This design comes from an exercise in tuning for small area and a short achievable clock period on the open sky130 flow, not from production work. No run shown here included a check of the RTL's function; only the layout flow was run. In every run shown here, the design's own scripts or RTL, not TritonCTS, make the clock network. The clock input has no modelled driver; a real chip could not lean on it and would need a root buffer or a full tree. Power figures rest on the tool's default switching activity, not on a simulated workload.

## flow/run.sh

```bash
#!/bin/bash
# Layout flow: the standard ORFS flow (standard.sh) with two changes:
#  - synthesis is the standard flow's own script, except that its final ABC mapping call
#    uses flow/abc_map.script (area-oriented mapping of the AND/inverter
#    network in the RTL) in place of ORFS's speed script;
#    Yosys's own quick ABC pass inside synth is skipped (SYNTH_ARGS -noabc)
#    so that this mapping starts from the RTL's network, and the
#    half/full-adder extraction is left out (ADDER_MAP_FILE empty);
#  - the port buffers that global placement inserts are buf_1 cells;
#  - after CTS, flow/clock_one_buffer.tcl replaces the clock tree with one
#    clock buffer driving all the registers (there are only 20).
# Each step's full output goes to a log file in this folder, and ORFS's own
# per-step logs stay under orfs/logs/.
set -euo pipefail
W=$PWD
F=$W/flow

# Synthesis script: synth_recipe.tcl with the abc call redirected.
{
  head -n 1 synth_recipe.tcl
  cat <<TCL
proc abc {args} {
  set i [lsearch -exact \$args -script]
  if {[file exists {$F/abc_stage1.script}]} {
    # The logic feeding the first-stage registers (the cone of wire nrm)
    # is mapped first, with its own script.
    set a1 \$args
    lset a1 [expr {\$i + 1}] {$F/abc_stage1.script}
    yosys abc {*}\$a1 w:nrm %ci*
  }
  lset args [expr {\$i + 1}] {$F/abc_map.script}
  yosys abc {*}\$args
}
TCL
  tail -n +2 synth_recipe.tcl
} > own_synth.tcl

VARS=(
  "SYNTH_SCRIPT=$W/own_synth.tcl"
  "BUFFER_PORTS_ARGS=-buffer_cell sky130_fd_sc_hd__buf_1"
  "ADDER_MAP_FILE="
  "SYNTH_ARGS=-noabc"
  "POST_CTS_TCL=$F/clock_one_buffer.tcl"
  "CLOCK_ONE_BUFFER_CELL=sky130_fd_sc_hd__clkbuf_8"
  "INPUT_BUF_CELL=sky130_fd_sc_hd__buf_2"
)
bash standard.sh "${VARS[@]}" synth > synth.log 2>&1
bash standard.sh "${VARS[@]}" finish > layout.log 2>&1
```

## flow/abc_map.script

```
strash
amap
topo
buffer -p
upsize -D 1400
dnsize -D 1400
```

## flow/abc_stage1.script

```
strash
map -D 400
topo
buffer -p
upsize -D 400
dnsize -D 400
```

## flow/clock_one_buffer.tcl

```tcl
# POST_CTS_TCL hook: the design has only a few registers, so CTS's two-level
# tree (a root buffer, leaf buffers and dummy loads) is replaced by a single
# clock buffer that drives every register's clock pin; every register still
# gets its clock through a buffer, the same one for all.
set block [ord::get_db_block]
set port_net [[$block findBTerm clk] getNet]
set sinks {}
set tree {}
set tree_nets {}
set todo [list $port_net]
# Walk the clock network from the port: registers are sinks, everything else
# on it (buffers, inverters, dummy loads) belongs to the tree.
while {[llength $todo]} {
  set net [lindex $todo 0]
  set todo [lrange $todo 1 end]
  foreach it [$net getITerms] {
    if {![$it isInputSignal]} continue
    set inst [$it getInst]
    if {[[$inst getMaster] isSequential]} {
      lappend sinks $it
    } elseif {[lsearch $tree $inst] < 0} {
      lappend tree $inst
      foreach ot [$inst getITerms] {
        if {[$ot isOutputSignal] && [$ot getNet] ne "NULL"} {
          lappend todo [$ot getNet]
          lappend tree_nets [$ot getNet]
        }
      }
    }
  }
}
puts "clock_one_buffer: [llength $sinks] clock sinks, removing [llength $tree] tree cells"
set xs 0; set ys 0
foreach it $sinks {
  lassign [[$it getInst] getLocation] x y
  set xs [expr {$xs + $x}]; set ys [expr {$ys + $y}]
  $it disconnect
}
foreach inst $tree { odb::dbInst_destroy $inst }
foreach net [lsort -unique $tree_nets] { odb::dbNet_destroy $net }
set master [[ord::get_db] findMaster $::env(CLOCK_ONE_BUFFER_CELL)]
set buf [odb::dbInst_create $block $master clkbuf_0_clk]
set net [odb::dbNet_create $block clknet_0_clk]
$net setSigType CLOCK
[$buf findITerm A] connect $port_net
[$buf findITerm X] connect $net
foreach it $sinks { $it connect $net }
set n [llength $sinks]
$buf setLocation [expr {int($xs / $n)}] [expr {int($ys / $n)}]
$buf setPlacementStatus PLACED
detailed_placement
check_placement -verbose
estimate_parasitics -placement
report_clock_skew

# Optionally give the input ports' buffers a stronger cell of the same
# function (the paths from the inputs are the design's longest).
if {[info exists ::env(INPUT_BUF_CELL)] && $::env(INPUT_BUF_CELL) ne ""} {
  set bm [[ord::get_db] findMaster $::env(INPUT_BUF_CELL)]
  foreach bt [$block getBTerms] {
    if {[$bt getIoType] ne "INPUT" || [$bt getName] eq "clk"} continue
    foreach it [[$bt getNet] getITerms] {
      set inst [$it getInst]
      if {[string match "sky130_fd_sc_hd__buf_*" [[$inst getMaster] getName]]} { $inst swapMaster $bm }
    }
  }
  detailed_placement
  estimate_parasitics -placement
}

# Optionally the same for the output ports' buffers.
if {[info exists ::env(OUTPUT_BUF_CELL)] && $::env(OUTPUT_BUF_CELL) ne ""} {
  set bm [[ord::get_db] findMaster $::env(OUTPUT_BUF_CELL)]
  foreach bt [$block getBTerms] {
    if {[$bt getIoType] ne "OUTPUT"} continue
    foreach it [[$bt getNet] getITerms] {
      set inst [$it getInst]
      if {[$it isOutputSignal] && [string match "sky130_fd_sc_hd__buf_*" [[$inst getMaster] getName]]} { $inst swapMaster $bm }
    }
  }
  detailed_placement
  estimate_parasitics -placement
}
```

## standard.sh

```bash
#!/bin/bash
# synth_recipe.tcl (not shown) runs the flow's synth.tcl, then flattens the netlist and writes it again
# the make line also repeats each setting of config.mk as NAME=value (left out here)
make -C /OpenROAD-flow-scripts/flow DESIGN_CONFIG=/design/flow/config.mk WORK_HOME=/design/flow/orfs CLKGATE_MAP_FILE= SYNTH_SCRIPT=/design/flow/synth_recipe.tcl "${@:-finish}"
```

## config.mk

```make
export PLATFORM = sky130hd
export DESIGN_NAME = log2
export DESIGN_NICKNAME = log2
export VERILOG_FILES = /design/flow/design.v
export SDC_FILE = /design/flow/constraint.sdc
export NUM_CORES = 4
export LEC_CHECK = 0
export CAP_MARGIN = 20
export CORE_AREA = 2 2 62 62
export DIE_AREA = 0 0 64 64
export PLACE_DENSITY = 0.6
export SETUP_SLACK_MARGIN = 4.7
export SLEW_MARGIN = 20
```

## constraint.sdc

```tcl
create_clock -name core_clock -period 7.0 [get_ports {clk}]
set_input_delay 1.4000 -clock core_clock [delete_from_list [all_inputs] [get_ports {clk}]]
set_output_delay 1.4000 -clock core_clock [all_outputs]
set_load 0.01 [all_outputs]
```

## design.v

```verilog
module log2 #(
  parameter int FRAC_W = 5,
  parameter int MANT_W = 16
) (
  input  logic              clk,
  input  logic              rst_n,
  input  logic [7:0]        x,
  input  logic              validx,
  output logic [FRAC_W+2:0] y,
  output logic              validy
);
  logic [9:0] nrm;
  logic a20, a21, a22, a24, a25, a26, a27, a28, a29, a31;
  logic a32, a33, a34, a35, a36, a37, a38, a40, a42, a43;
  logic a44, a45, a46, a47, a48, a49, a50, a52, a53, a54;
  logic a55, a56, a57, a58, a59, a60, a61, a62, a63, a64;
  logic a66, a67, a69, a70, a71, a72, a74, a75;
  assign nrm[0] = x[0] & x[7];
  assign a20 = x[6] & ~x[7];
  assign a21 = x[0] & a20;
  assign a22 = x[1] & x[7];
  assign nrm[1] = a21 | a22;
  assign a24 = ~x[6] & ~x[7];
  assign a25 = x[5] & a24;
  assign a26 = x[0] & a25;
  assign a27 = x[1] & a20;
  assign a28 = x[2] & x[7];
  assign a29 = ~a27 & ~a28;
  assign nrm[2] = a26 | ~a29;
  assign a31 = x[1] & a25;
  assign a32 = x[0] & x[4];
  assign a33 = ~x[5] & a32;
  assign a34 = a24 & a33;
  assign a35 = x[2] & a20;
  assign a36 = x[3] & x[7];
  assign a37 = ~a35 & ~a36;
  assign a38 = ~a34 & a37;
  assign nrm[3] = a31 | ~a38;
  assign a40 = ~x[4] & ~x[5];
  assign nrm[9] = ~a24 | ~a40;
  assign a42 = x[0] & ~nrm[9];
  assign a43 = ~a20 & ~a42;
  assign a44 = x[3] & ~a43;
  assign a45 = x[1] & ~x[5];
  assign a46 = ~x[6] & a45;
  assign a47 = ~x[7] & ~a46;
  assign a48 = x[4] & ~a47;
  assign a49 = x[2] & a25;
  assign a50 = ~a48 & ~a49;
  assign nrm[4] = a44 | ~a50;
  assign a52 = x[1] & ~nrm[9];
  assign a53 = ~x[5] & ~a52;
  assign a54 = x[3] & ~x[6];
  assign a55 = ~x[7] & ~a54;
  assign a56 = ~a53 & ~a55;
  assign a57 = x[0] & ~x[3];
  assign a58 = ~nrm[9] & a57;
  assign a59 = x[4] & ~x[7];
  assign a60 = ~a58 & ~a59;
  assign a61 = ~x[5] & ~x[7];
  assign a62 = x[2] & a61;
  assign a63 = ~x[6] & ~a62;
  assign a64 = ~a60 & ~a63;
  assign nrm[5] = a56 | a64;
  assign a66 = a53 & a55;
  assign a67 = a60 & a63;
  assign nrm[6] = ~a66 & ~a67;
  assign a69 = x[1] & ~x[2];
  assign a70 = ~x[3] & ~a69;
  assign a71 = ~x[4] & ~a70;
  assign a72 = a61 & ~a71;
  assign nrm[7] = ~a20 & ~a72;
  assign a74 = ~x[2] & ~x[3];
  assign a75 = a40 & ~a74;
  assign nrm[8] = ~a24 | a75;
  localparam logic [6:0] MINV = 7'b0010000;
  logic [2:0] e_q;
  logic [6:0] m_q;
  logic       v_q;
  always_ff @(posedge clk) begin
    e_q <= nrm[9:7];
    m_q <= nrm[6:0] ^ MINV;
    v_q <= rst_n & validx;
  end
  logic [4:0] f;
  logic [6:0] m;
  assign m = m_q ^ MINV;
  logic b13, b14, b15, b16, b17, b18, b19, b20, b21, b22;
  logic b23, b24, b25, b26, b27, b28, b29, b30, b31, b32;
  logic b33, b34, b35, b36, b37, b38, b39, b40, b41, b42;
  logic b43, b44, b45, b46, b47, b48, b49, b50, b51, b52;
  logic b53, b54, b55, b56, b57, b58, b59, b60, b61, b62;
  logic b63, b65, b66, b67, b68, b69, b70, b71, b72, b73;
  logic b75, b76, b77, b79, b80;
  assign b13 = m[1] & m[2];
  assign b14 = ~m[3] & ~b13;
  assign b15 = ~m[1] & m[2];
  assign b16 = m[0] & ~b15;
  assign b17 = ~m[1] & ~b16;
  assign b18 = b14 & ~b17;
  assign b19 = m[0] & m[1];
  assign b20 = ~m[2] & ~b19;
  assign b21 = m[1] & ~m[4];
  assign b22 = ~m[3] & b21;
  assign b23 = ~b20 & ~b22;
  assign b24 = ~b18 & ~b23;
  assign b25 = m[4] & ~b13;
  assign b26 = m[3] & m[4];
  assign b27 = m[5] & ~b26;
  assign b28 = ~b25 & b27;
  assign b29 = ~b24 & b28;
  assign b30 = ~m[0] & m[3];
  assign b31 = ~m[4] & ~m[5];
  assign b32 = ~b30 & b31;
  assign b33 = m[6] & ~b32;
  assign b34 = b13 & ~b33;
  assign b35 = m[6] & ~b34;
  assign b36 = ~b29 & b35;
  assign b37 = m[3] & ~m[5];
  assign b38 = b19 & ~b37;
  assign b39 = ~m[2] & ~b21;
  assign b40 = ~b27 & b39;
  assign b41 = ~b38 & b40;
  assign b42 = b36 & ~b41;
  assign b43 = m[3] & b16;
  assign b44 = ~m[4] & ~b43;
  assign b45 = ~m[5] & ~b44;
  assign b46 = b15 & ~b37;
  assign b47 = m[0] & b26;
  assign b48 = ~m[0] & ~m[3];
  assign b49 = ~m[4] & b48;
  assign b50 = m[1] & ~b49;
  assign b51 = ~b47 & ~b50;
  assign b52 = ~m[2] & ~b51;
  assign b53 = ~b46 & ~b52;
  assign b54 = ~b45 & b53;
  assign b55 = ~m[1] & ~m[2];
  assign b56 = b25 & ~b55;
  assign b57 = ~m[6] & ~b47;
  assign b58 = ~b56 & b57;
  assign b59 = ~m[5] & ~b58;
  assign b60 = b15 & ~b48;
  assign b61 = b59 & ~b60;
  assign b62 = ~m[6] & ~b61;
  assign b63 = ~b54 & b62;
  assign f[0] = b42 | b63;
  assign b65 = m[5] & ~b36;
  assign b66 = ~b59 & ~b65;
  assign b67 = ~m[3] & ~b34;
  assign b68 = m[3] & b34;
  assign b69 = ~b67 & ~b68;
  assign b70 = ~b66 & ~b69;
  assign b71 = m[2] & b37;
  assign b72 = b66 & ~b71;
  assign b73 = ~b14 & b72;
  assign f[1] = b70 | b73;
  assign b75 = ~b67 & ~b72;
  assign b76 = m[4] & b75;
  assign b77 = ~m[4] & ~b75;
  assign f[2] = ~b76 & ~b77;
  assign b79 = m[5] & b76;
  assign b80 = ~m[5] & ~b76;
  assign f[3] = ~b79 & ~b80;
  assign f[4] = m[6] | b79;
  always_ff @(posedge clk) begin
    y      <= {e_q, f};
    validy <= rst_n & v_q;
  end
endmodule
```

==> out/summary.txt, run 1 <==
Clock Skews -> 1.33 ps
Initial Utilization -> 26.0%
Std cell rows -> 21
Initial antenna violation count -> 0
Ant. Diodes -> 0
Area contributors post-synth -> dfxtp_1 (45%), inv_1 (7.2%), o21ai_0 (5.7%)
Sum Neg Setup Slack -> 0 ps
P&R area growth vs syn -> 17.0%
Most frequent cells in the layout -> dfxtp_1 (20), inv_1 (17), o21ai_0 (10), buf_2 (10), buf_1 (9)
Finished Layout Cells -> 173
Max Cap Viol -> 0
Status -> complete, no violations
RSZ-0062 raised after global routing -> false
GRT Util Overall -> 9.09%
Die footprint -> 4100 um^2
Pins Over Slew Limit -> 0
Final wirelength -> 1.82 mm
Antenna viol nets, final -> 0
Hpwl dp -> 1.47 mm
Yosys top cell by area -> dfxtp_1
Nets -> 140
Vias in the first global route -> 766
Multi-input gate area -> 405 um^2
Hold Slack -> 342 ps
Gate Count Post-Synth -> 108
Fin crit share -> 29.5%
Residual DRC -> 0
Die W -> 64 um
Crit Path Class -> input port to register
First-pass GRT wire length -> 3.11 mm
Fraction of layout cells with a size suffix above 1 -> 15.0%
Clock transition at the registers of the reported paths -> 110 ps
FMAX -> 484 MHz
Register area share after synthesis -> 45.4%
Synth warnings -> 1
Worst slew pin tran -> 343 ps
Top FF cell, synth -> dfxtp_1
Sequential Area -> 400 um^2
Worst-path fanout max -> 8
Unique masters post-synth -> 31
Gr ovfl total -> 0
Slew HR -> 76.7%
DRT iter0 DRCs -> 47
CTS sink cnt -> 20
Post-synth EDFFs -> 0
Syn Area/Cell -> 8.17 um^2
VDD IR max -> 0.0834 mV
Seq cells post-synth -> 20
Pwr/cell area -> 212 nW/um^2
CP required -> 7090 ps
Clk Latency, worst-skew pair -> 160 ps
Fillers -> 372
Post-synth ARST share -> 0%
Fin. Hold Viols -> 0
Startpoint types -> input port
Hold crit path type -> register to register
Leak -> 0.433 nW
DR vias/cell -> 4.86
# port buffers -> 19
Commonest non-fill, non-tap cell in the layout -> dfxtp_1
Largest net degree at the start of global routing -> 21
Tot Pwr -> 0.219 mW
Setup-failing EPs final -> 0
Share of the synthesized area in the top cell type -> 45.4%
DR WL/cell -> 10.5 um
Global placement routability congestion -> 0.945
First-pass DRT Iterations -> 4
Floorplan Core Area -> 3390 um^2
Total vias in the final route -> 840
Synth Cell Area -> 882 um^2
I/O Pins -> 20
CP Capture Type -> register
Minimum clock period -> 2070 ps
Placed Instances -> 172
Critical Path AT -> 2160 ps
Chip height -> 64 um
Mapped Nets -> 119
## cell families (layout without fill, tap and decap cells)
logic type | count (synthesis) | in the layout | synth area share, %
buf+inv | 20 | 39 | 8.65
compound gates | 38 | 38 | 28.5
simple gates | 30 | 30 | 17.4
flops | 20 | 20 | 45.4
## cell usage after synthesis, types with 2 or more instances
library cell / instances
nor2b_1: 3
o21ai_0: 10
a21oi_1: 6
a31oi_1: 3
nor2_2: 2
inv_2: 2
nand2_1: 7
o21ai_1: 3
o22ai_1: 3
nor2_1: 7
a22oi_1: 3
nand3_1: 5
inv_1: 17
dfxtp_1: 20
## critical path, stage by stage
cell and delay, ps:
buf_2 140, nor2_1 240, a41oi_1 200, a22oi_1 170
## flip-flops by register name, indices dropped and copies added, names as in the netlist
signal / count
y: 8
validy: 1
v_q: 1
e_q: 3
m_q: 7
## per-stage QoR
step	setup slack, ps	instance area [um^2]	utilization, %
after global placement	4680	1010	29.7
after floorplan	5040	882	-
after global routing	4820	1030	30.5
after detailed placement	4680	1010	29.7
final	4930	1030	30.5
## path summary, 6_finish.rpt
path / from / to / slack (ps) / cells after the start
hold reg to reg: e_q[1]$_DFF_P_ / y[6]$_DFF_P_ / 340 / 0
hold / removal: e_q[1]$_DFF_P_ / y[6]$_DFF_P_ / 340 / 0
setup reg to reg: m_q[1]$_DFF_P_ / y[3]$_DFF_P_ / 4990 / 11
setup / recovery: x[5] / m_q[6]$_DFF_P_ / 4930 / 4
## routing by layer
metal | GRT usage (%) | wire length (um) | vias up
met2 | 16.1 | 876 | 32
met4 | 1.90 | 14 | 0
met5 | 0 | 0 | -
li1 | - | - | 417
met1 | 11.2 | 801 | 389
met3 | 1.94 | 123 | 2
## layout make-up
type	count	share of cell area, %
tap	46	5.58
sequential	20	38.8
multi-input combinational	68	39.3
buffer	1	1.33
timing repair buffer	19	8.12
inverter	19	6.91
## power breakdown
part | total, mW | internal, mW | switching (mW)
Combinational | 0.0471 | 0.0185 | 0.0286
Sequential | 0.132 | 0.125 | 0.00687
Clock | 0.0398 | 0.0134 | 0.0265
==> inputs of run 2 (changes only) <==
--- a/design.v
+++ b/design.v
@@ -73,7 +73,7 @@
   assign a74 = ~x[2] & ~x[3];
   assign a75 = a40 & ~a74;
   assign nrm[8] = ~a24 | a75;
-  localparam logic [6:0] MINV = 7'b0010000;
+  localparam logic [6:0] MINV = 7'b1111111;
   logic [2:0] e_q;
   logic [6:0] m_q;
   logic       v_q;
==> out/summary.txt, run 2 <==
Status -> complete, no violations
Die footprint -> 4100 um^2 (unchanged)
Hold crit path type -> register to register
Leak -> 0.471 nW (+8.9%)
Compound-Gate Fraction of Synth Area -> 28.1% (-0.40 points)
Global placement routability congestion -> 0.960 (+1.6%)
CP Capture Type -> register
Initial Utilization -> 26.4% (+0.37 points)
Minimum clock period -> 2150 ps (+82.4 ps)
# port buffers -> 19 (unchanged)
Share of the synthesized area in the top cell type -> 44.8% (-0.63 points)
Most common library cells after synthesis -> inv_1 (23), dfxtp_1 (20), o21ai_0 (11)
Vias in the first global route -> 765 (-0.13%)
Hold path start -> e_q[0]$_DFF_P_
First-pass GRT wire length -> 3.23 mm (+3.8%)
Clock transition at the registers of the reported paths -> 100 ps (about the same)
Crit Path Class -> input port to register
RSZ-0062 raised after global routing -> false
Commonest non-fill, non-tap cell in the layout -> inv_1
Synth Cell Area -> 895 um^2 (+1.4%)
Reg-to-Reg Start -> m_q[3]$_DFF_P_
Post-synth EDFFs -> 0 (unchanged)
Gate Count Post-Synth -> 113 (+4.6%)
Clock Skews -> 0.839 ps (-0.496 ps)
First-pass DRT Iterations -> 4 (unchanged)
Pins Over Slew Limit -> 0 (unchanged)
CTS sink cnt -> 20 (unchanged)
Initial antenna violation count -> 0 (unchanged)
Chip height -> 64 um (unchanged)
Multiplexer share of the synthesized area -> 0% (unchanged)
Most frequent cells in the layout -> inv_1 (23), dfxtp_1 (20), o21ai_0 (11)
Worst Setup SP -> x[5]
Ant. Diodes -> 0 (unchanged)
Fraction of layout cells with a size suffix above 1 -> 12.8% (-2.2 points)
DR vias/cell -> 4.84 (-0.25%)
Area contributors post-synth -> dfxtp_1 (45%), inv_1 (9.7%), o21ai_0 (6.2%)
Critical Path AT -> 2210 ps (+50 ps)
Synth warnings -> 1 (unchanged)
Pwr/cell area -> 208 nW/um^2 (-2.2%)
Total vias in the final route -> 867 (+3.2%)
CP required -> 7060 ps (-30 ps)
Synth Area in XOR/XNOR -> 0% (unchanged)
P&R area growth vs syn -> 17.3%
Die W -> 64 um (unchanged)
DR WL/cell -> 10.0 um (-4.6%)
Sw power -> 0.0608 mW (-2.0%)
FMAX -> 466 MHz (-3.8%)
I/O Pins -> 20 (unchanged)
Final wirelength -> 1.79 mm (-1.3%)
Logic pwr share -> 22.0% (+0.5 points)
Setup-failing EPs final -> 0 (unchanged)
Flop pwr share -> 60.5% (+0.2 points)
Fillers -> 355 (-4.6%)
VDD IR max -> 0.0781 mV (-6.4%)
Largest family of logic cells by synthesized area -> compound AO/OA/AOI/OAI gates
Syn Area/Cell -> 7.92 um^2 (-3.1%)
Top FF cell, synth -> dfxtp_1
Sum Neg Setup Slack -> 0 ps (unchanged)
Internal -> 0.157 mW (about the same)
Hpwl dp -> 1.44 mm (-2.1%)
Nets -> 146 (+4.3%)
Startpoint types -> input port
Post-Synth Adder-Cell Area -> 0% (unchanged)
Worst-path fanout max -> 8 (unchanged)
Gr ovfl total -> 0 (unchanged)
Max reg flops -> 8 (unchanged)
Std cell rows -> 21 (unchanged)
Mapped Nets -> 124 (+4.2%)
Fin. Hold Viols -> 0 (unchanged)
Most flops, register -> y
Post-synth ARST share -> 0% (unchanged)
Seq cells post-synth -> 20 (unchanged)
Yosys top cell by area -> dfxtp_1
Slew HR -> 75.5% (-1.2 points)
Post-Synth Simple-Gate Area -> 16.6% (-0.80 points)
DRT iter0 DRCs -> 65 (+38%)
Fin crit share -> 30.7% (+1.2 points)
Hold Slack -> 338 ps (-3.45 ps)
Clock power frac -> 17.5% (-0.7 points)
GRT Util Overall -> 9.28% (+0.18 points)
Residual DRC -> 0 (unchanged)
Most numerous cell in the Yosys netlist -> inv_1
Unique masters post-synth -> 29 (-6.5%)
Regs by FF count -> y: 8 flops, m_q: 7 flops, e_q: 3 flops
Largest net degree at the start of global routing -> 21 (unchanged)
Worst slew pin tran -> 363 ps (+19.6 ps)
Floorplan Core Area -> 3390 um^2 (unchanged)
Sw Share -> 27.9% (-0.42 points)
Max Cap Viol -> 0 (unchanged)
Clk Latency, worst-skew pair -> 160 ps (about the same)
Antenna viol nets, final -> 0 (unchanged)
Register area share after synthesis -> 44.8% (-0.63 points)
==> run 2: cell types whose count changed after synthesis <==
cell     previous run  this run
inv_1              17        23
nor2_1              7         9
nor2_2              2         0
buf_2               1         0
o21ai_0            10        11
o21ai_1             3         2
==> run 2: metal layers <==
metal | track usage [%] | up-vias | share of wire, %
met5 | 0 | - | 0
met4 | 1.63 | 0 | 1.1
met3 | 1.41 | 2 | 8.3
met2 | 15.5 | 41 | 47
met1 | 12.7 | 392 | 43
li1 | - | 432 | -
==> run 2: path summary, 6_finish.rpt <==
kind | endpoint | slack (ps) | cells after the start
max | m_q[6]$_DFF_P_ | 4850 | 5
min | y[5]$_DFF_P_ | 340 | 0
max reg2reg | y[4]$_DFF_P_ | 5010 | 10
min reg2reg | y[5]$_DFF_P_ | 340 | 0
==> run 2: kinds of logic after synthesis <==
group | Yosys count
simple gates | 30
flops | 20
buf+inv | 25
compound gates | 38
==> run 2: power by group through the flow <==
| stage | clock [mW] | sequential (mW) | combinational, mW |
|---|---|---|---|
| 3_3_place_gp | 0 | 0.134 | 0.0462 |
| 2_1_floorplan | 0 | 0.136 | 0.0286 |
| 3_5_place_dp | 0 | 0.134 | 0.0467 |
| 6_report | 0.0382 | 0.132 | 0.0479 |
| 5_1_grt | 0.0458 | 0.134 | 0.0545 |
==> run 2: through the flow <==
step           power [mW]  std cells  worst slack (ps)  instance area (um^2)  util, %
2_1_floorplan       0.165        113              4980                   895        -
3_3_place_gp        0.180        178              4640                  1020     30.2
3_5_place_dp        0.181        178              4630                  1020     30.2
5_1_grt             0.234        179              4730                  1050     31.0
6_report            0.218        179              4850                  1050     31.0
==> run 2: layout make-up <==
class | count | area, um^2 | area share (%)
buffer | 1 | 13.8 | 1.31
inverter | 25 | 93.8 | 8.94
multi-input combinational | 68 | 400 | 38.1
sequential | 20 | 400 | 38.1
tap | 46 | 57.6 | 5.48
timing repair buffer | 19 | 83.8 | 7.99
==> run 2: worst max-delay path: stages <==
cell     delay, ps
buf_2          140
nor2_1         230
a41oi_1        200
a22oi_1        180
inv_1           50
==> inputs of run 3 (changes only) <==
--- a/design.v
+++ b/design.v
@@ -10,81 +10,54 @@
   output logic              validy
 );
   logic [9:0] nrm;
-  logic a20, a21, a22, a24, a25, a26, a27, a28, a29, a31;
-  logic a32, a33, a34, a35, a36, a37, a38, a40, a42, a43;
-  logic a44, a45, a46, a47, a48, a49, a50, a52, a53, a54;
-  logic a55, a56, a57, a58, a59, a60, a61, a62, a63, a64;
-  logic a66, a67, a69, a70, a71, a72, a74, a75;
-  assign nrm[0] = x[0] & x[7];
-  assign a20 = x[6] & ~x[7];
-  assign a21 = x[0] & a20;
-  assign a22 = x[1] & x[7];
-  assign nrm[1] = a21 | a22;
-  assign a24 = ~x[6] & ~x[7];
-  assign a25 = x[5] & a24;
-  assign a26 = x[0] & a25;
-  assign a27 = x[1] & a20;
-  assign a28 = x[2] & x[7];
-  assign a29 = ~a27 & ~a28;
-  assign nrm[2] = a26 | ~a29;
-  assign a31 = x[1] & a25;
-  assign a32 = x[0] & x[4];
-  assign a33 = ~x[5] & a32;
-  assign a34 = a24 & a33;
-  assign a35 = x[2] & a20;
-  assign a36 = x[3] & x[7];
-  assign a37 = ~a35 & ~a36;
-  assign a38 = ~a34 & a37;
-  assign nrm[3] = a31 | ~a38;
-  assign a40 = ~x[4] & ~x[5];
-  assign nrm[9] = ~a24 | ~a40;
-  assign a42 = x[0] & ~nrm[9];
-  assign a43 = ~a20 & ~a42;
-  assign a44 = x[3] & ~a43;
-  assign a45 = x[1] & ~x[5];
-  assign a46 = ~x[6] & a45;
-  assign a47 = ~x[7] & ~a46;
-  assign a48 = x[4] & ~a47;
-  assign a49 = x[2] & a25;
-  assign a50 = ~a48 & ~a49;
-  assign nrm[4] = a44 | ~a50;
-  assign a52 = x[1] & ~nrm[9];
-  assign a53 = ~x[5] & ~a52;
-  assign a54 = x[3] & ~x[6];
-  assign a55 = ~x[7] & ~a54;
-  assign a56 = ~a53 & ~a55;
-  assign a57 = x[0] & ~x[3];
-  assign a58 = ~nrm[9] & a57;
-  assign a59 = x[4] & ~x[7];
-  assign a60 = ~a58 & ~a59;
-  assign a61 = ~x[5] & ~x[7];
-  assign a62 = x[2] & a61;
-  assign a63 = ~x[6] & ~a62;
-  assign a64 = ~a60 & ~a63;
-  assign nrm[5] = a56 | a64;
-  assign a66 = a53 & a55;
-  assign a67 = a60 & a63;
-  assign nrm[6] = ~a66 & ~a67;
-  assign a69 = x[1] & ~x[2];
-  assign a70 = ~x[3] & ~a69;
-  assign a71 = ~x[4] & ~a70;
-  assign a72 = a61 & ~a71;
-  assign nrm[7] = ~a20 & ~a72;
-  assign a74 = ~x[2] & ~x[3];
-  assign a75 = a40 & ~a74;
-  assign nrm[8] = ~a24 | a75;
-  localparam logic [6:0] MINV = 7'b1111111;
-  logic [2:0] e_q;
-  logic [6:0] m_q;
+  logic a19, a20, a22, a23, a24, a25, a27, a29, a31, a32;
+  logic a33, a35, a36, a37, a39, a40, a41, a42, a44, a45;
+  logic a46, a47, a49, a51;
+  assign a19 = ~x[6] & ~x[7];
+  assign a20 = ~x[4] & ~x[5];
+  assign nrm[9] = ~a19 | ~a20;
+  assign a22 = x[3] & ~nrm[9];
+  assign a23 = ~x[7] & ~a22;
+  assign a24 = x[2] & ~nrm[9];
+  assign a25 = ~x[6] & ~a24;
+  assign nrm[8] = ~a23 | ~a25;
+  assign a27 = x[0] & nrm[9];
+  assign nrm[0] = nrm[8] & a27;
+  assign a29 = x[1] & nrm[9];
+  assign nrm[1] = nrm[8] & a29;
+  assign a31 = ~nrm[8] & a27;
+  assign a32 = x[2] & nrm[9];
+  assign a33 = nrm[8] & a32;
+  assign nrm[2] = a31 | a33;
+  assign a35 = ~nrm[8] & a29;
+  assign a36 = x[3] & nrm[9];
+  assign a37 = nrm[8] & a36;
+  assign nrm[3] = a35 | a37;
+  assign a39 = ~nrm[8] & a32;
+  assign a40 = x[0] & ~nrm[9];
+  assign a41 = ~x[4] & ~a40;
+  assign a42 = nrm[8] & ~a41;
+  assign nrm[4] = a39 | a42;
+  assign a44 = ~nrm[8] & a36;
+  assign a45 = x[1] & ~nrm[9];
+  assign a46 = ~x[5] & ~a45;
+  assign a47 = nrm[8] & ~a46;
+  assign nrm[5] = a44 | a47;
+  assign a49 = a23 & ~a41;
+  assign nrm[6] = ~a25 | a49;
+  assign a51 = a25 & ~a46;
+  assign nrm[7] = ~a23 | a51;
+  logic [2:1] e_q;
+  logic [7:0] a_q;
   logic       v_q;
   always_ff @(posedge clk) begin
-    e_q <= nrm[9:7];
-    m_q <= nrm[6:0] ^ MINV;
+    e_q <= nrm[9:8];
+    a_q <= nrm[7:0];
     v_q <= rst_n & validx;
   end
+  logic [6:0] m;
   logic [4:0] f;
-  logic [6:0] m;
-  assign m = m_q ^ MINV;
+  assign m = a_q[7] ? a_q[6:0] : {a_q[5:0], 1'b0};
   logic b13, b14, b15, b16, b17, b18, b19, b20, b21, b22;
   logic b23, b24, b25, b26, b27, b28, b29, b30, b31, b32;
   logic b33, b34, b35, b36, b37, b38, b39, b40, b41, b42;
@@ -163,7 +136,7 @@
   assign f[3] = ~b79 & ~b80;
   assign f[4] = m[6] | b79;
   always_ff @(posedge clk) begin
-    y      <= {e_q, f};
+    y      <= {e_q, a_q[7], f};
     validy <= rst_n & v_q;
   end
 endmodule
--- a/flow/run.sh
+++ b/flow/run.sh
@@ -21,14 +21,7 @@
   cat <<TCL
 proc abc {args} {
   set i [lsearch -exact \$args -script]
-  if {[file exists {$F/abc_stage1.script}]} {
-    # The logic feeding the first-stage registers (the cone of wire nrm)
-    # is mapped first, with its own script.
-    set a1 \$args
-    lset a1 [expr {\$i + 1}] {$F/abc_stage1.script}
-    yosys abc {*}\$a1 w:nrm %ci*
-  }
-  lset args [expr {\$i + 1}] {$F/abc_map.script}
+  if {\$i >= 0} { lset args [expr {\$i + 1}] {$F/abc_map.script} }
   yosys abc {*}\$args
 }
 TCL
@@ -42,7 +35,6 @@
   "SYNTH_ARGS=-noabc"
   "POST_CTS_TCL=$F/clock_one_buffer.tcl"
   "CLOCK_ONE_BUFFER_CELL=sky130_fd_sc_hd__clkbuf_8"
-  "INPUT_BUF_CELL=sky130_fd_sc_hd__buf_2"
 )
 bash standard.sh "${VARS[@]}" synth > synth.log 2>&1
 bash standard.sh "${VARS[@]}" finish > layout.log 2>&1
==> flow/abc_map.script (replaced) <==
strash
map -D 1000
topo
--- a/flow/clock_one_buffer.tcl
+++ b/flow/clock_one_buffer.tcl
@@ -67,17 +67,3 @@
   detailed_placement
   estimate_parasitics -placement
 }
-
-# Optionally the same for the output ports' buffers.
-if {[info exists ::env(OUTPUT_BUF_CELL)] && $::env(OUTPUT_BUF_CELL) ne ""} {
-  set bm [[ord::get_db] findMaster $::env(OUTPUT_BUF_CELL)]
-  foreach bt [$block getBTerms] {
-    if {[$bt getIoType] ne "OUTPUT"} continue
-    foreach it [[$bt getNet] getITerms] {
-      set inst [$it getInst]
-      if {[$it isOutputSignal] && [string match "sky130_fd_sc_hd__buf_*" [[$inst getMaster] getName]]} { $inst swapMaster $bm }
-    }
-  }
-  detailed_placement
-  estimate_parasitics -placement
-}
removed: flow/abc_stage1.script
==> out/summary.txt, run 3 <==
Worst-path fanout max -> 6 (-2)
Global placement routability congestion -> 0.793 (-17%)
Slowest-stage cell, CP -> nor4_4
First-pass GRT wire length -> 3.01 mm (-6.8%)
Share of the synthesized area in the top cell type -> 45.3% (+0.57 points)
Clock Skews -> 3.14 ps (+2.30 ps)
Tot Pwr -> 0.243 mW (+11%)
# port buffers -> 19 (unchanged)
Syn Area/Cell -> 7.49 um^2 (-5.4%)
Setup-failing EPs final -> 0 (unchanged)
Unique masters post-synth -> 19 (-34%)
Worst slew pin tran -> 445 ps (+82.0 ps)
Synth Cell Area -> 883 um^2 (-1.3%)
Fraction of layout cells with a size suffix above 1 -> 18.2% (+5.4 points)
Hold path start -> e_q[1]$_DFF_P_
Leak -> 0.436 nW (-7.6%)
Gate Count Post-Synth -> 118 (+4.4%)
Pwr/cell area -> 210 nW/um^2 (+1.2%)
Synth warnings -> 1 (unchanged)
VDD IR max -> 0.0837 mV (+7.2%)
Pins Over Slew Limit -> 0 (unchanged)
Commonest non-fill, non-tap cell in the layout -> nand2_1
Slew HR -> 70.1% (-5.4 points)
Gr ovfl total -> 0 (unchanged)
Most numerous cell in the Yosys netlist -> nand2_1
Crit Path Class -> input port to register
CTS sink cnt -> 20 (unchanged)
Reg-to-Reg Start -> a_q[7]$_DFF_P_
Regs by FF count -> a_q: 8 flops, y: 8 flops, e_q: 2 flops
Yosys top cell by area -> dfxtp_1
Vias in the first global route -> 760 (-0.65%)
Largest net degree at the start of global routing -> 21 (unchanged)
Fin crit share -> 33.6% (+2.9 points)
DR vias/cell -> 4.63 (-4.3%)
Crit-path cells -> buf_8, nor4_4, a21oi_2, nand2_2, clkinv_4, nand3_2, o21ai_1
FMAX -> 425 MHz (-8.6%)
Critical Path AT -> 2420 ps (+210 ps)
Ant. Diodes -> 0 (unchanged)
Clk Latency, worst-skew pair -> 170 ps (about the same)
RSZ-0062 raised after global routing -> true
First-pass DRT Iterations -> 4 (unchanged)
R2R Setup Slk -> 4900 ps (-110 ps)
Sum Neg Setup Slack -> 0 ps (unchanged)
Most common library cells after synthesis -> nand2_1 (22), dfxtp_1 (20), clkinv_1 (16)
Startpoint types -> input port
I/O Pins -> 20 (unchanged)
CP max stage delay -> 400 ps (+170 ps)
Clock transition at the registers of the reported paths -> 110 ps (about the same)
Initial Utilization -> 26.1% (-0.33 points)
Register-to-Register Path Depth -> 9 (-1)
Chip height -> 64 um (unchanged)
Total vias in the final route -> 876 (+1.0%)
GRT Util Overall -> 8.66% (-0.61 points)
Die footprint -> 4100 um^2 (unchanged)
Hold Slack -> 340 ps (+1.27 ps)
WHS Path Cells -> 0 (unchanged)
CP required -> 7070 ps (about the same)
Post-synth EDFFs -> 0 (unchanged)
Worst Path Buf+Inv -> 2 (unchanged)
DR WL/cell -> 10.1 um (+0.47%)
DRT iter0 DRCs -> 42 (-35%)
Seq cells post-synth -> 20 (unchanged)
WHS Endpoint -> y[6]$_DFF_P_
Status -> complete, no violations
Post-synth ARST share -> 0% (unchanged)
Crit path max-delay family -> simple AND/OR/NAND/NOR gates
P&R area growth vs syn -> 30.7%
Register area share after synthesis -> 45.3% (+0.57 points)
RR Endpoint -> y[2]$_DFF_P_
Floorplan Core Area -> 3390 um^2 (unchanged)
Minimum clock period -> 2350 ps (+202 ps)
Initial antenna violation count -> 0 (unchanged)
Hpwl dp -> 1.39 mm (-3.3%)
Nets -> 156 (+6.8%)
Antenna viol nets, final -> 0 (unchanged)
Hold crit path type -> register to register
CP Capture Type -> register
Std cell rows -> 21 (unchanged)
Residual DRC -> 0 (unchanged)
Final wirelength -> 1.90 mm (+6.1%)
Die W -> 64 um (unchanged)
Most frequent cells in the layout -> nand2_1 (21), dfxtp_1 (19), buf_1 (17)
Final core occ -> 34.1% (+3.1 points)
Mapped Nets -> 129 (+4.0%)
Fin. Hold Viols -> 0 (unchanged)
Area contributors post-synth -> dfxtp_1 (45%), nand2_1 (9.3%), o21ai_0 (7.4%)
Top FF cell, synth -> dfxtp_1
Max Cap Viol -> 0 (unchanged)
run 3: cell types whose count changed in the layout (fill, tap and decap cells not counted), moves of 3 or more:
cell,delta
nand2_1,+14
buf_1,+8
o22ai_1,-3
buf_2,-10
nor2b_1,-3
clkinv_1,+12
inv_1,-23
buf_4,+5
run 3: per-stage QoR:
stage	worst slack (ps)	cells	instance area (um^2)
after global routing	4610	189	1150
after detailed placement	4420	183	1040
after global placement	4460	183	1040
final	4650	189	1150
after floorplan	4670	118	913
run 3: area by class of cell:
| type | count | area [um^2] |
|---|---|---|
| fill | 356 | 2230 |
| multi-input combinational | 82 | 485 |
| sequential | 20 | 402 |
| timing repair buffer | 24 | 128 |
| inverter | 16 | 68.8 |
| tap | 46 | 57.6 |
| buffer | 1 | 13.8 |
run 3: worst register-to-register path: stages, from the launching register on:
cell	delay, ps
dfxtp_2	480
clkinvlp_4	190
nand2_1	80
nand2_1	170
nand2_1	180
nor2_1	90
o31ai_2	320
nand3_1	230
and3_2	230
nor2_1	70
run 3: routing by layer:
metal | up-vias | track usage [%] | part of all wire, %
met1 | 387 | 10.9 | 44
met2 | 24 | 15.0 | 50
met4 | 0 | 2.17 | 0.32
li1 | 463 | - | -
met5 | - | 0 | 0
met3 | 2 | 1.76 | 5.2
run 3: power by group:
part / switching (mW) / internal (mW) / total [mW]
Clock: 0.0273 / 0.0134 / 0.0407
Combinational: 0.0433 / 0.0267 / 0.0700
Sequential: 0.00533 / 0.126 / 0.132
run 3: kinds of logic (layout without fill, tap and decap cells):
kind of cell,after synthesis,in the layout,share of synthesized area [%]
and+or+nand+nor,43,43,20.4
AOI/OAI and AO/OA,39,39,27.5
DFF,20,20,45.3
buffers and inverters,16,41,6.80
run 3: worst max-delay path by stage:
stage          slack (ps)  from  cells after the start             end
6_report             4650  x[7]                      7  a_q[4]$_DFF_P_
5_1_grt              4610  x[7]                      7  a_q[5]$_DFF_P_
3_5_place_dp         4420  x[5]                      7  a_q[5]$_DFF_P_
2_1_floorplan        4670  x[5]                      6  a_q[4]$_DFF_P_
3_3_place_gp         4460  x[5]                      7  a_q[5]$_DFF_P_
==> inputs of run 4 (changes only) <==
==> flow/abc_map.script (replaced) <==
strash
amap
topo
==> out/summary.txt, run 4 <==
Leak -> 0.519 nW (+19%)
First-pass GRT wire length -> 3.44 mm (+14%)
Hold crit path type -> register to register
Initial Utilization -> 23.6% (-2.4 points)
Vias in the first global route -> 819 (+7.8%)
Final wirelength -> 2.29 mm (+20%)
Slew HR -> 71.7% (+1.6 points)
Global placement routability congestion -> 0.899 (+13%)
DRT iter0 DRCs -> 40 (-4.8%)
Hpwl dp -> 1.34 mm (-3.4%)
I/O Pins -> 20 (unchanged)
Synth Area in XOR/XNOR -> 0% (unchanged)
Share of the synthesized area in the top cell type -> 50.0% (+4.7 points)
Multiplexer share of the synthesized area -> 0% (unchanged)
Fin. Hold Viols -> 0 (unchanged)
Ant. Diodes -> 0 (unchanged)
Area contributors post-synth -> dfxtp_1 (50%), o21ai_0 (6.9%), a22oi_1 (6.6%)
Die footprint -> 4100 um^2 (unchanged)
Gate Count Post-Synth -> 98 (-17%)
Residual DRC -> 0 (unchanged)
FMAX -> 435 MHz (+2.3%)
Fillers -> 353 (-0.84%)
Clock Skews -> 3.03 ps (-0.110 ps)
Final WS setup -> 4700 ps (+52.8 ps)
P&R area growth vs syn -> 61.4%
Final instance area -> 1290 um^2 (+12%)
Setup-failing EPs final -> 0 (unchanged)
Worst slew pin tran -> 425 ps (-20.3 ps)
RSZ-0062 raised after global routing -> false
DR vias/cell -> 4.79 (+3.3%)
Crit Path Class -> register to register
Yosys top cell by area -> dfxtp_1
Antenna viol nets, final -> 0 (unchanged)
CTS sink cnt -> 20 (unchanged)
Post-Synth Adder-Cell Area -> 0% (unchanged)
Fin crit share -> 32.8% (-0.75 points)
Pins Over Slew Limit -> 0 (unchanged)
Fraction of layout cells with a size suffix above 1 -> 42.3% (+24 points)
Compound-Gate Fraction of Synth Area -> 29.5% (+2.1 points)
Status -> complete, no violations
Minimum clock period -> 2300 ps (-52.8 ps)
Seq cells post-synth -> 20 (unchanged)
Max Cap Viol -> 0 (unchanged)
Largest family of logic cells by synthesized area -> compound AO/OA/AOI/OAI gates
DR WL/cell -> 12.2 um (+21%)
Top FF cell, synth -> dfxtp_1
Register-to-Register Path Depth -> 13 (+4)
Std cell rows -> 21 (unchanged)
CP required -> 7100 ps (+30 ps)
Pwr/cell area -> 215 nW/um^2 (+2.4%)
Floorplan Core Area -> 3390 um^2 (unchanged)
Critical Path AT -> 2400 ps (-20 ps)
Place WS -> 4330 ps (-87.9 ps)
VDD IR max -> 0.0771 mV (-7.8%)
RR Endpoint -> y[1]$_DFF_P_
Sum Neg Setup Slack -> 0 ps (unchanged)
Post-synth EDFFs -> 0 (unchanged)
Register area share after synthesis -> 50.0% (+4.7 points)
Total vias in the final route -> 900 (+2.7%)
Worst setup path end -> y[1]$_DFF_P_
Reg-to-Reg Start -> a_q[7]$_DFF_P_
Synth warnings -> 1 (unchanged)
GRT Util Overall -> 10.3% (+1.6 points)
Post-Synth Simple-Gate Area -> 13.9% (-6.5 points)
Clk Latency, worst-skew pair -> 170 ps (about the same)
Multi-input gate area -> 479 um^2 (-1.3%)
Commonest non-fill, non-tap cell in the layout -> buf_4
Post-synth ARST share -> 0% (unchanged)
Nets -> 155 (-0.64%)
Tot Pwr -> 0.278 mW (+15%)
Most common library cells after synthesis -> dfxtp_1 (20), clkinv_1 (14), o21ai_0 (11)
Syn Area/Cell -> 8.17 um^2 (+9.2%)
Placed inst area -> 976 um^2 (-6.4%)
Sequential Area -> 404 um^2 (+0.62%)
R2R Setup Slk -> 4700 ps (-200 ps)
Clock transition at the registers of the reported paths -> 110 ps (about the same)
CP Capture Type -> register
First-pass DRT Iterations -> 4 (unchanged)
Gr ovfl total -> 0 (unchanged)
Die W -> 64 um (unchanged)
Final core occ -> 38.1% (+4.1 points)
Mapped Nets -> 109 (-16%)
Unique masters post-synth -> 20 (+1)
Synth Cell Area -> 801 um^2 (-9.3%)
Largest net degree at the start of global routing -> 21 (unchanged)
Initial antenna violation count -> 0 (unchanged)
Worst Setup SP -> a_q[7]$_DFF_P_
Most numerous cell in the Yosys netlist -> dfxtp_1
Worst-path fanout max -> 6 (unchanged)
Regs by FF count -> a_q: 8 flops, y: 8 flops, e_q: 2 flops
# port buffers -> 19 (unchanged)
Startpoint types -> register
Most frequent cells in the layout -> buf_4 (23), dfxtp_1 (19), buf_1 (15)
Chip height -> 64 um (unchanged)
run 4: cell count changes in the layout (fill, tap and decap cells not counted), sizes merged, moves of 4 or more:
cell    previous run  this run
buf               24        41
nand2             22        10
a22oi              1         7
nand3              8         2
clkinv            13         8
o22ai              0         5
a21boi             4         0
inv                2         6
run 4: final cells by class:
type                       instances  area share (%)
multi-input combinational         64            37.1
timing repair buffer              43            21.1
inverter                          14            5.03
buffer                             1            1.06
tap                               46            4.45
sequential                        20            31.3
run 4: how the worst min path moves through the flow:
stage | startpoint | slack [ps] | depth (start not counted) | to
after floorplan | e_q[1]$_DFF_P_ | 310 | 0 | y[6]$_DFF_P_
after global placement | e_q[2]$_DFF_P_ | 310 | 0 | y[7]$_DFF_P_
after detailed placement | e_q[2]$_DFF_P_ | 310 | 0 | y[7]$_DFF_P_
after global routing | e_q[1]$_DFF_P_ | 350 | 0 | y[6]$_DFF_P_
final | e_q[1]$_DFF_P_ | 340 | 0 | y[6]$_DFF_P_
run 4: report_power, final:
part	switching [mW]	internal (mW)	total, mW	leakage (nW)
Combinational	0.0550	0.0501	0.105	0.344
Sequential	0.00521	0.126	0.132	0.168
Clock	0.0278	0.0134	0.0412	0.00719
Total	0.0880	0.190	0.278	0.519
run 4: metal layers:
| metal | up-vias | part of all wire (%) | track usage [%] |
|---|---|---|---|
| li1 | 439 | - | - |
| met1 | 418 | 40 | 11.7 |
| met2 | 37 | 54 | 19.3 |
| met3 | 6 | 4.4 | 1.76 |
| met4 | 0 | 1.9 | 2.99 |
| met5 | - | 0 | 0 |
run 4: worst max-delay path, stage by stage, from the launching register on:
cell	delay [ps]
dfxtp_4	410
inv_8	50
a22oi_2	180
buf_4	150
nor2_1	80
nor2_2	190
a21oi_2	80
o311ai_2	310
a21oi_2	120
buf_4	150
buf_4	120
buf_4	120
buf_4	120
o22ai_1	160
run 4: cell families (layout without fill, tap and decap cells):
logic type / Yosys count / after routing
compound gates: 38 / 38
simple gates: 26 / 26
flops: 20 / 20
buf+inv: 14 / 58
run 4: through the flow:
step | std cells | hold WS, ps
floorplan | 98 | 310
global placement | 163 | 310
detailed placement | 163 | 313
global route | 188 | 348
finish | 188 | 340
==> inputs of run 5 (changes only) <==
==> flow/abc_map.script (replaced) <==
strash
map -D 1000
topo
--- a/config.mk
+++ b/config.mk
@@ -9,5 +9,4 @@
 export CORE_AREA = 2 2 62 62
 export DIE_AREA = 0 0 64 64
 export PLACE_DENSITY = 0.6
-export SETUP_SLACK_MARGIN = 4.7
 export SLEW_MARGIN = 20
==> out/summary.txt, run 5 <==
Status -> complete, no violations
CP Capture Type -> register
P&R area growth vs syn -> 16.1%
Multi-input gate area -> 423 um^2 (-12%)
Nets -> 151 (-2.6%)
Vias in the first global route -> 828 (+1.1%)
Worst Path Buf+Inv -> 2 (-4)
CTS sink cnt -> 20 (unchanged)
Synth warnings -> 1 (unchanged)
Leak -> 0.385 nW (-26%)
Register area share after synthesis -> 45.3% (-4.7 points)
Setup-failing EPs final -> 0 (unchanged)
Clk Latency, worst-skew pair -> 160 ps (about the same)
GRT Util Overall -> 9.48% (-0.77 points)
Post-synth EDFFs -> 0 (unchanged)
Clock Skews -> 0.989 ps (-2.04 ps)
Finished Layout Cells -> 184 (-2.1%)
Residual DRC -> 0 (unchanged)
Fillers -> 370 (+4.8%)
VDD IR max -> 0.0851 mV (+10%)
Worst-path fanout max -> 6 (unchanged)
First-pass GRT wire length -> 3.23 mm (-6.0%)
DR vias/cell -> 4.61 (-3.7%)
Ant. Diodes -> 0 (unchanged)
Die footprint -> 4100 um^2 (unchanged)
Regs by FF count -> a_q: 8 flops, y: 8 flops, e_q: 2 flops
Initial Utilization -> 26.1% (+2.4 points)
Most frequent cells in the layout -> nand2_1 (22), dfxtp_1 (20), buf_1 (19)
Hold crit path type -> register to register
Area contributors post-synth -> dfxtp_1 (45%), nand2_1 (9.3%), o21ai_0 (7.4%)
Slew HR -> 29.9% (-42 points)
Floorplan Core Area -> 3390 um^2 (unchanged)
# port buffers -> 19 (unchanged)
Final core occ -> 30.3% (-7.9 points)
RSZ-0062 raised after global routing -> false
Sum Neg Setup Slack -> 0 ps (unchanged)
Most numerous cell in the Yosys netlist -> nand2_1
Most common library cells after synthesis -> nand2_1 (22), dfxtp_1 (20), clkinv_1 (16)
Final wirelength -> 1.71 mm (-25%)
Seq cells post-synth -> 20 (unchanged)
Max Cap Viol -> 0 (unchanged)
Final WS setup -> 4180 ps (-519 ps)
DR WL/cell -> 9.27 um (-24%)
I/O Pins -> 20 (unchanged)
Crit-path cells -> buf_1, nor4_1, a21oi_1, nand2_1, clkinv_1, nand3_1, o21ai_0
Placed Instances -> 183 (+12%)
Global placement routability congestion -> 0.749 (-17%)
Antenna viol nets, final -> 0 (unchanged)
Mapped Nets -> 129 (+18%)
Crit Path Class -> input port to register
Syn Area/Cell -> 7.49 um^2 (-8.4%)
Gate Count Post-Synth -> 118 (+20%)
Die W -> 64 um (unchanged)
Sequential Area -> 400 um^2 (-0.93%)
Initial antenna violation count -> 0 (unchanged)
CP max stage delay -> 620 ps (+210 ps)
Fraction of layout cells with a size suffix above 1 -> 2.17% (-40 points)
Pins Over Slew Limit -> 0 (unchanged)
DRT iter0 DRCs -> 17 (-57%)
Chip height -> 64 um (unchanged)
Fin crit share -> 40.2% (+7.4 points)
Hold Slack -> 340 ps (+0.0490 ps)
Top FF cell, synth -> dfxtp_1
Total vias in the final route -> 848 (-5.8%)
Std cell rows -> 21 (unchanged)
Crit path max-delay family -> simple AND/OR/NAND/NOR gates
Share of the synthesized area in the top cell type -> 45.3% (-4.7 points)
First-pass DRT Iterations -> 4 (unchanged)
Startpoint types -> input port
Place WS -> 4010 ps (-320 ps)
Clock transition at the registers of the reported paths -> 110 ps (about the same)
Pwr/cell area -> 226 nW/um^2 (+5.1%)
CP required -> 7060 ps (-40 ps)
Minimum clock period -> 2820 ps (+519 ps)
Slowest-stage cell, CP -> nor4_1
Worst slew pin tran -> 1040 ps (+617 ps)
Critical Path AT -> 2870 ps (+470 ps)
Post-synth ARST share -> 0% (unchanged)
Hpwl dp -> 1.38 mm (+2.9%)
Gr ovfl total -> 0 (unchanged)
Synth Cell Area -> 883 um^2 (+10%)
Commonest non-fill, non-tap cell in the layout -> nand2_1
Unique masters post-synth -> 19 (-5.0%)
Fin. Hold Viols -> 0 (unchanged)
Yosys top cell by area -> dfxtp_1
Largest net degree at the start of global routing -> 21 (unchanged)
FMAX -> 355 MHz (-18%)
-- run 5: cell families after synthesis --
family,Yosys count,synth area share [%]
buf+inv,16,6.80
compound gates,39,27.5
flops,20,45.3
simple gates,43,20.4
-- run 5: path summary, 6_finish.rpt --
kind	start	endpoint	slack, ps	depth (start not counted)
hold / removal	e_q[1]$_DFF_P_	y[6]$_DFF_P_	340	0
hold reg to reg	e_q[1]$_DFF_P_	y[6]$_DFF_P_	340	0
setup reg to reg	a_q[7]$_DFF_P_	y[2]$_DFF_P_	4440	8
setup / recovery	x[7]	a_q[4]$_DFF_P_	4180	7
-- run 5: routing by layer --
metal / vias up / part of all wire, % / global-route usage (%) / routed length, um
met2: 23 / 47 / 17.4 / 806
met3: 2 / 4.3 / 1.06 / 74
met5: - / 0 / 0 / 0
met4: 0 / 2.0 / 4.08 / 34
li1: 447 / - / - / -
met1: 376 / 46 / 10.9 / 792
-- run 5: area by class of cell --
type / instances / share of cell area, %
Inverter: 16 / 5.85
Sequential cell: 20 / 39.0
Tap cell: 46 / 5.61
Timing Repair Buffer: 19 / 6.95
Multi-Input combinational cell: 82 / 41.2
Buffer: 1 / 1.34
-- run 5: where the power goes --
part           switching (mW)  internal [mW]  leakage (nW)
Combinational          0.0391         0.0215         0.210
Sequential            0.00480          0.126         0.168
Clock                  0.0266         0.0134       0.00719
Total                  0.0705          0.161         0.385
-- run 5: stage by stage --
step	area [um^2]	total power [mW]
after floorplan	883	0.177
after global placement	1010	0.194
after detailed placement	1010	0.194
after global routing	1030	0.249
final	1030	0.232
==> inputs of run 6 (changes only) <==
==> flow/abc_map.script (replaced) <==
strash
amap
topo
==> out/summary.txt, run 6 <==
Residual DRC -> 0 (unchanged)
DR vias/cell -> 4.62 (+0.16%)
DR WL/cell -> 9.69 um (+4.5%)
Share of the synthesized area in the top cell type -> 50.0% (+4.7 points)
Logic pwr share -> 24.4% (-1.8 points)
Clock power frac -> 17.8% (+0.6 points)
Leak -> 0.342 nW (-11%)
First-pass DRT Iterations -> 4 (unchanged)
Status -> complete, no violations
VDD IR max -> 0.0772 mV (-9.3%)
FMAX -> 338 MHz (-4.8%)
Die footprint -> 4100 um^2 (unchanged)
Clk Latency, worst-skew pair -> 160 ps (about the same)
Worst path most repeated cell -> o21ai_0
Fin. Hold Viols -> 0 (unchanged)
Synth Cell Area -> 801 um^2 (-9.3%)
Std cell rows -> 21 (unchanged)
Flop pwr share -> 57.8% (+1.2 points)
Minimum clock period -> 2960 ps (+141 ps)
Clock transition at the registers of the reported paths -> 110 ps (about the same)
Sw Share -> 29.4% (-0.99 points)
Gate Count Post-Synth -> 98 (-17%)
Initial antenna violation count -> 0 (unchanged)
Yosys top cell by area -> dfxtp_1
Commonest non-fill, non-tap cell in the layout -> dfxtp_1
Ant. Diodes -> 0 (unchanged)
Fraction of layout cells with a size suffix above 1 -> 0.847% (-1.3 points)
Seq cells post-synth -> 20 (unchanged)
Internal -> 0.160 mW (-0.98%)
DRT iter0 DRCs -> 99 (+82)
Vias in the first global route -> 654 (-21%)
Final instance area -> 943 um^2 (-8.0%)
Post-synth ARST share -> 0% (unchanged)
Fillers -> 384 (+3.8%)
Post-synth EDFFs -> 0 (unchanged)
Startpoint types -> register
Critical Path AT -> 3030 ps (+160 ps)
Initial Utilization -> 23.6% (-2.4 points)
Setup-failing EPs final -> 0 (unchanged)
CP max stage delay -> 540 ps (-80 ps)
Clock Skews -> 1.06 ps (+0.0723 ps)
Final wirelength -> 1.59 mm (-6.9%)
Slowest-stage cell, CP -> a22oi_1
Fin crit share -> 42.2% (+2.0 points)
I/O Pins -> 20 (unchanged)
Hold crit path type -> register to register
Nets -> 131 (-13%)
GRT Util Overall -> 8.15% (-1.3 points)
Unique masters post-synth -> 20 (+1)
Syn Area/Cell -> 8.17 um^2 (+9.2%)
Crit-path cells -> clkinv_1, a22oi_1, clkinv_1, a211oi_1, o21ai_0, o311ai_0, a21oi_1, o21ai_0, o21ai_0, nor2_1, nand2_1, o21a_1
Crit path max-delay family -> compound AO/OA/AOI/OAI gates
Worst Path Buf+Inv -> 2 (unchanged)
CP required -> 7070 ps (about the same)
Most frequent cells in the layout -> dfxtp_1 (20), buf_1 (19), clkinv_1 (14)
RSZ-0062 raised after global routing -> false
Most numerous cell in the Yosys netlist -> dfxtp_1
P&R area growth vs syn -> 17.8%
Chip height -> 64 um (unchanged)
Slew HR -> 53.5% (+24 points)
Top FF cell, synth -> dfxtp_1
Synth warnings -> 1 (unchanged)
Area contributors post-synth -> dfxtp_1 (50%), o21ai_0 (6.9%), a22oi_1 (6.6%)
Die W -> 64 um (unchanged)
Gr ovfl total -> 0 (unchanged)
Regs by FF count -> a_q: 8 flops, y: 8 flops, e_q: 2 flops
Global placement routability congestion -> 0.838 (+12%)
Pwr/cell area -> 240 nW/um^2 (+6.2%)
Register area share after synthesis -> 50.0% (+4.7 points)
Sw power -> 0.0666 mW (-5.5%)
CP Capture Type -> register
Hpwl dp -> 1.28 mm (-7.5%)
Pins Over Slew Limit -> 0 (unchanged)
Worst slew pin tran -> 691 ps (-351 ps)
Worst-path fanout max -> 9 (+3)
Largest net degree at the start of global routing -> 21 (unchanged)
Antenna viol nets, final -> 0 (unchanged)
Floorplan Core Area -> 3390 um^2 (unchanged)
CTS sink cnt -> 20 (unchanged)
Max Cap Viol -> 0 (unchanged)
Crit Path Class -> register to register
# port buffers -> 19 (unchanged)
Mapped Nets -> 109 (-16%)
Total vias in the final route -> 757 (-11%)
Placed inst area -> 930 um^2 (-8.2%)
First-pass GRT wire length -> 2.77 mm (-14%)
Sum Neg Setup Slack -> 0 ps (unchanged)
Most common library cells after synthesis -> dfxtp_1 (20), clkinv_1 (14), o21ai_0 (11)
==> run 6: cell count changes after synthesis, sizes merged, moves of 2 or more <==
cell / previous run / this run
a21boi: 4 / 0
nor2b: 0 / 2
o2111a: 2 / 0
o22ai: 0 / 5
nand3: 8 / 2
nand2: 22 / 10
o211ai: 2 / 0
clkinv: 16 / 14
a22oi: 1 / 7
a21oi: 10 / 8
o31ai: 2 / 0
o21ai: 13 / 11
==> run 6: power by group through the flow <==
stage	combinational [mW]	sequential, mW	clock (mW)
after floorplan	0.0347	0.137	0
after global routing	0.0634	0.132	0.0458
after global placement	0.0538	0.134	0
final	0.0551	0.131	0.0404
after detailed placement	0.0548	0.133	0
==> run 6: cell families after synthesis <==
logic type	count (synthesis)	share of synthesized area (%)
AND/OR/NAND/NOR	26	13.9
AO/OA/AOI/OAI	38	29.5
buffers and inverters	14	6.56
flip-flops	20	50.0
==> run 6: final timing paths <==
check | start | end | slack [ps] | depth (start not counted)
worst max-delay path | a_q[7]$_DFF_P_ | y[3]$_DFF_P_ | 4040 | 12
worst min-delay path | e_q[1]$_DFF_P_ | y[6]$_DFF_P_ | 340 | 0
worst max register to register | a_q[7]$_DFF_P_ | y[3]$_DFF_P_ | 4040 | 12
worst min register to register | e_q[1]$_DFF_P_ | y[6]$_DFF_P_ | 340 | 0
==> run 6: routing by layer <==
layer	track usage, %	up-vias	routed length [um]
li1	-	392	-
met4	1.09	0	0
met5	0	-	0
met2	13.3	29	721
met1	11.4	336	766
met3	1.58	0	102
==> run 6: area by class of cell <==
cell class / count / area [um^2] / area share, %
Sequential cell: 20 / 400 / 42.4
Multi-Input combinational cell: 64 / 348 / 36.9
Timing Repair Buffer: 19 / 71.3 / 7.56
Tap cell: 46 / 57.6 / 6.10
Inverter: 14 / 52.6 / 5.57
Buffer: 1 / 13.8 / 1.46
==> run 6: worst register-to-register path, delay by kind of cell, from the launching register on <==
| family | cells | cell delay [ps] |
|---|---|---|
| AOI/OAI and AO/OA | 8 | 1650 |
| DFF | 1 | 490 |
| buffers and inverters | 2 | 460 |
| and+or+nand+nor | 2 | 270 |
==> run 6: per-stage QoR <==
| step | utilization (%) | cells | setup WS, ps | hold slack [ps] | total power, mW |
|---|---|---|---|---|---|
| 5_1_grt | 27.8 | 164 | 3550 | 350 | 0.241 |
| 3_3_place_gp | 27.4 | 163 | 4220 | 312 | 0.187 |
| 2_1_floorplan | - | 98 | 4440 | 310 | 0.172 |
| 6_report | 27.8 | 164 | 4040 | 338 | 0.226 |
| 3_5_place_dp | 27.4 | 163 | 4060 | 314 | 0.188 |
==> inputs of run 7 (changes only) <==
--- a/flow/run.sh
+++ b/flow/run.sh
@@ -21,7 +21,14 @@
   cat <<TCL
 proc abc {args} {
   set i [lsearch -exact \$args -script]
-  if {\$i >= 0} { lset args [expr {\$i + 1}] {$F/abc_map.script} }
+  if {[file exists {$F/abc_stage1.script}]} {
+    # The logic feeding the first-stage registers (the cone of wire nrm)
+    # is mapped first, with its own script.
+    set a1 \$args
+    lset a1 [expr {\$i + 1}] {$F/abc_stage1.script}
+    yosys abc {*}\$a1 w:nrm %ci*
+  }
+  lset args [expr {\$i + 1}] {$F/abc_map.script}
   yosys abc {*}\$args
 }
 TCL
==> flow/abc_map.script (replaced) <==
strash
map -D 1000
topo
==> flow/abc_stage1.script (new file) <==
strash
map
topo
upsize
dnsize
--- a/config.mk
+++ b/config.mk
@@ -9,4 +9,5 @@
 export CORE_AREA = 2 2 62 62
 export DIE_AREA = 0 0 64 64
 export PLACE_DENSITY = 0.6
+export SETUP_SLACK_MARGIN = 4.7
 export SLEW_MARGIN = 20
==> out/summary.txt, run 7 <==
Status -> complete, no violations
Regs by FF count -> a_q: 8 flops, y: 8 flops, e_q: 2 flops
Setup-failing EPs final -> 0 (unchanged)
Std cell rows -> 21 (unchanged)
Die W -> 64 um (unchanged)
Die footprint -> 4100 um^2 (unchanged)
Hold Slack -> 338 ps (-0.455 ps)
DR WL/cell -> 10.6 um (+9.8%)
Mapped Nets -> 139 (+28%)
Critical Path AT -> 2220 ps (-810 ps)
Floorplan Core Area -> 3390 um^2 (unchanged)
DRT iter0 DRCs -> 51 (-48%)
Global placement routability congestion -> 0.836 (-0.23%)
Minimum clock period -> 2150 ps (-803 ps)
Fraction of layout cells with a size suffix above 1 -> 12.2% (+11 points)
CP Depth -> 5 (-7)
Final wirelength -> 2.06 mm (+30%)
Gate Count Post-Synth -> 128 (+31%)
Clk Latency, worst-skew pair -> 160 ps (about the same)
Tot Pwr -> 0.245 mW (+8.4%)
Final core occ -> 34.2% (+6.3 points)
Unique masters post-synth -> 24 (+20%)
DR vias/cell -> 4.86 (+5.3%)
Hold crit path type -> register to register
Place WS -> 4450 ps (+393 ps)
Crit path max-delay family -> compound AO/OA/AOI/OAI gates
P&R area growth vs syn -> 17.5%
Logic pwr share -> 29.9% (+5.5 points)
Post-synth ARST share -> 0% (unchanged)
Register-to-Register Path Depth -> 9 (-3)
Slew HR -> 71.7% (+18 points)
Clock transition at the registers of the reported paths -> 110 ps (about the same)
Leak -> 0.444 nW (+30%)
Worst Path Buf+Inv -> 2 (unchanged)
Initial Utilization -> 29.1% (+5.5 points)
RSZ-0062 raised after global routing -> false
Most common library cells after synthesis -> nand2_1 (30), dfxtp_1 (20), clkinv_1 (12)
Pwr/cell area -> 212 nW/um^2 (-12%)
Nets -> 161 (+23%)
First-pass GRT wire length -> 3.60 mm (+30%)
CP max stage delay -> 290 ps (-250 ps)
Slowest-stage cell, CP -> a31oi_4
Top FF cell, synth -> dfxtp_1
Worst setup path end -> a_q[5]$_DFF_P_
Final WS setup -> 4850 ps (+803 ps)
CP required -> 7060 ps (about the same)
Pins Over Slew Limit -> 0 (unchanged)
Worst-path fanout max -> 10 (+1)
Reg-to-Reg Start -> a_q[7]$_DFF_P_
Chip height -> 64 um (unchanged)
Residual DRC -> 0 (unchanged)
Flop pwr share -> 54.0% (-3.8 points)
Max Cap Viol -> 0 (unchanged)
Commonest non-fill, non-tap cell in the layout -> nand2_1
Sum Neg Setup Slack -> 0 ps (unchanged)
Synth warnings -> 1 (unchanged)
GRT Util Overall -> 10.4% (+2.2 points)
Register area share after synthesis -> 40.6% (-9.4 points)
Seq cells post-synth -> 20 (unchanged)
Worst slew pin tran -> 421 ps (-269 ps)
Gr ovfl total -> 0 (unchanged)
First-pass DRT Iterations -> 4 (unchanged)
Crit Path Class -> input port to register
CP Capture Type -> register
Hpwl dp -> 1.61 mm (+26%)
Antenna viol nets, final -> 0 (unchanged)
Post-synth EDFFs -> 0 (unchanged)
Most frequent cells in the layout -> nand2_1 (30), dfxtp_1 (19), buf_1 (19)
Most numerous cell in the Yosys netlist -> nand2_1
CTS sink cnt -> 20 (unchanged)
Total vias in the final route -> 943 (+25%)
Fin. Hold Viols -> 0 (unchanged)
Vias in the first global route -> 887 (+36%)
Sw Share -> 32.2% (+2.8 points)
I/O Pins -> 20 (unchanged)
Clock power frac -> 16.1% (-1.7 points)
# port buffers -> 19 (unchanged)
Yosys top cell by area -> dfxtp_1
Ant. Diodes -> 0 (unchanged)
Startpoint types -> input port
Synth Cell Area -> 986 um^2 (+23%)
RR Endpoint -> y[2]$_DFF_P_
FMAX -> 464 MHz (+37%)
Clock Skews -> 0.654 ps (-0.407 ps)
Initial antenna violation count -> 0 (unchanged)
Internal -> 0.166 mW (+4.1%)
WHS Path Cells -> 0 (unchanged)
Crit-path cells -> buf_1, inv_2, a31oi_4, o2bb2ai_1, nand2_1
Largest net degree at the start of global routing -> 21 (unchanged)
Fin crit share -> 30.8% (-11 points)
VDD IR max -> 0.0775 mV (+0.41%)
Share of the synthesized area in the top cell type -> 40.6% (-9.4 points)
Syn Area/Cell -> 7.70 um^2 (-5.7%)
R2R Setup Slk -> 4920 ps (+880 ps)
Area contributors post-synth -> dfxtp_1 (41%), nand2_1 (11%), o21ai_0 (4.6%)
Worst Setup SP -> x[6]
Sw power -> 0.0791 mW (+19%)
## run 7: worst min path at each step
stage / startpoint / to / slack [ps]
6_report: e_q[2]$_DFF_P_ / y[7]$_DFF_P_ / 340
5_1_grt: e_q[2]$_DFF_P_ / y[7]$_DFF_P_ / 350
3_5_place_dp: e_q[2]$_DFF_P_ / y[7]$_DFF_P_ / 310
3_3_place_gp: e_q[2]$_DFF_P_ / y[7]$_DFF_P_ / 310
2_1_floorplan: e_q[1]$_DFF_P_ / y[6]$_DFF_P_ / 310
## run 7: power by group through the flow
stage | sequential, mW | combinational (mW) | clock [mW]
after floorplan | 0.138 | 0.0447 | 0
after global placement | 0.134 | 0.0674 | 0
after detailed placement | 0.134 | 0.0683 | 0
after global routing | 0.134 | 0.0832 | 0.0453
final | 0.132 | 0.0734 | 0.0394
## run 7: cells by family (layout without fill, tap and decap cells)
family	count (synthesis)	in the layout	synth area share, %
AOI/OAI and AO/OA	39	39	29.2
and+or+nand+nor	55	55	24.9
DFF	20	20	40.6
buffers and inverters	14	34	5.33
## run 7: metrics by stage
| stage | cell area, um^2 | cells |
|---|---|---|
| floorplan | 986 | 128 |
| global placement | 1110 | 193 |
| detailed placement | 1110 | 193 |
| global route | 1160 | 194 |
| finish | 1160 | 194 |
## run 7: layout make-up
cell class,count,area (um^2)
Buffer,1,13.8
Multi-Input combinational cell,94,562
Timing Repair Buffer,19,71.3
Inverter,14,52.6
Sequential cell,20,402
Tap cell,46,57.6
Fill cell,369,2230
## run 7: layer usage
layer  GRT usage, %  share of wire [%]
met1           12.8                 43
met2           18.6                 51
met3           1.06                4.7
met4           3.53                1.8
met5              0                  0

Check on run 7: ideal ports give 4.846 ns setup slack; a clkbuf_16 on the clock port and buf_2 on the inputs give 4.839 ns; moving port delays by the midpoint clock arrival (0.181 ns) as well gives 4.657 ns.
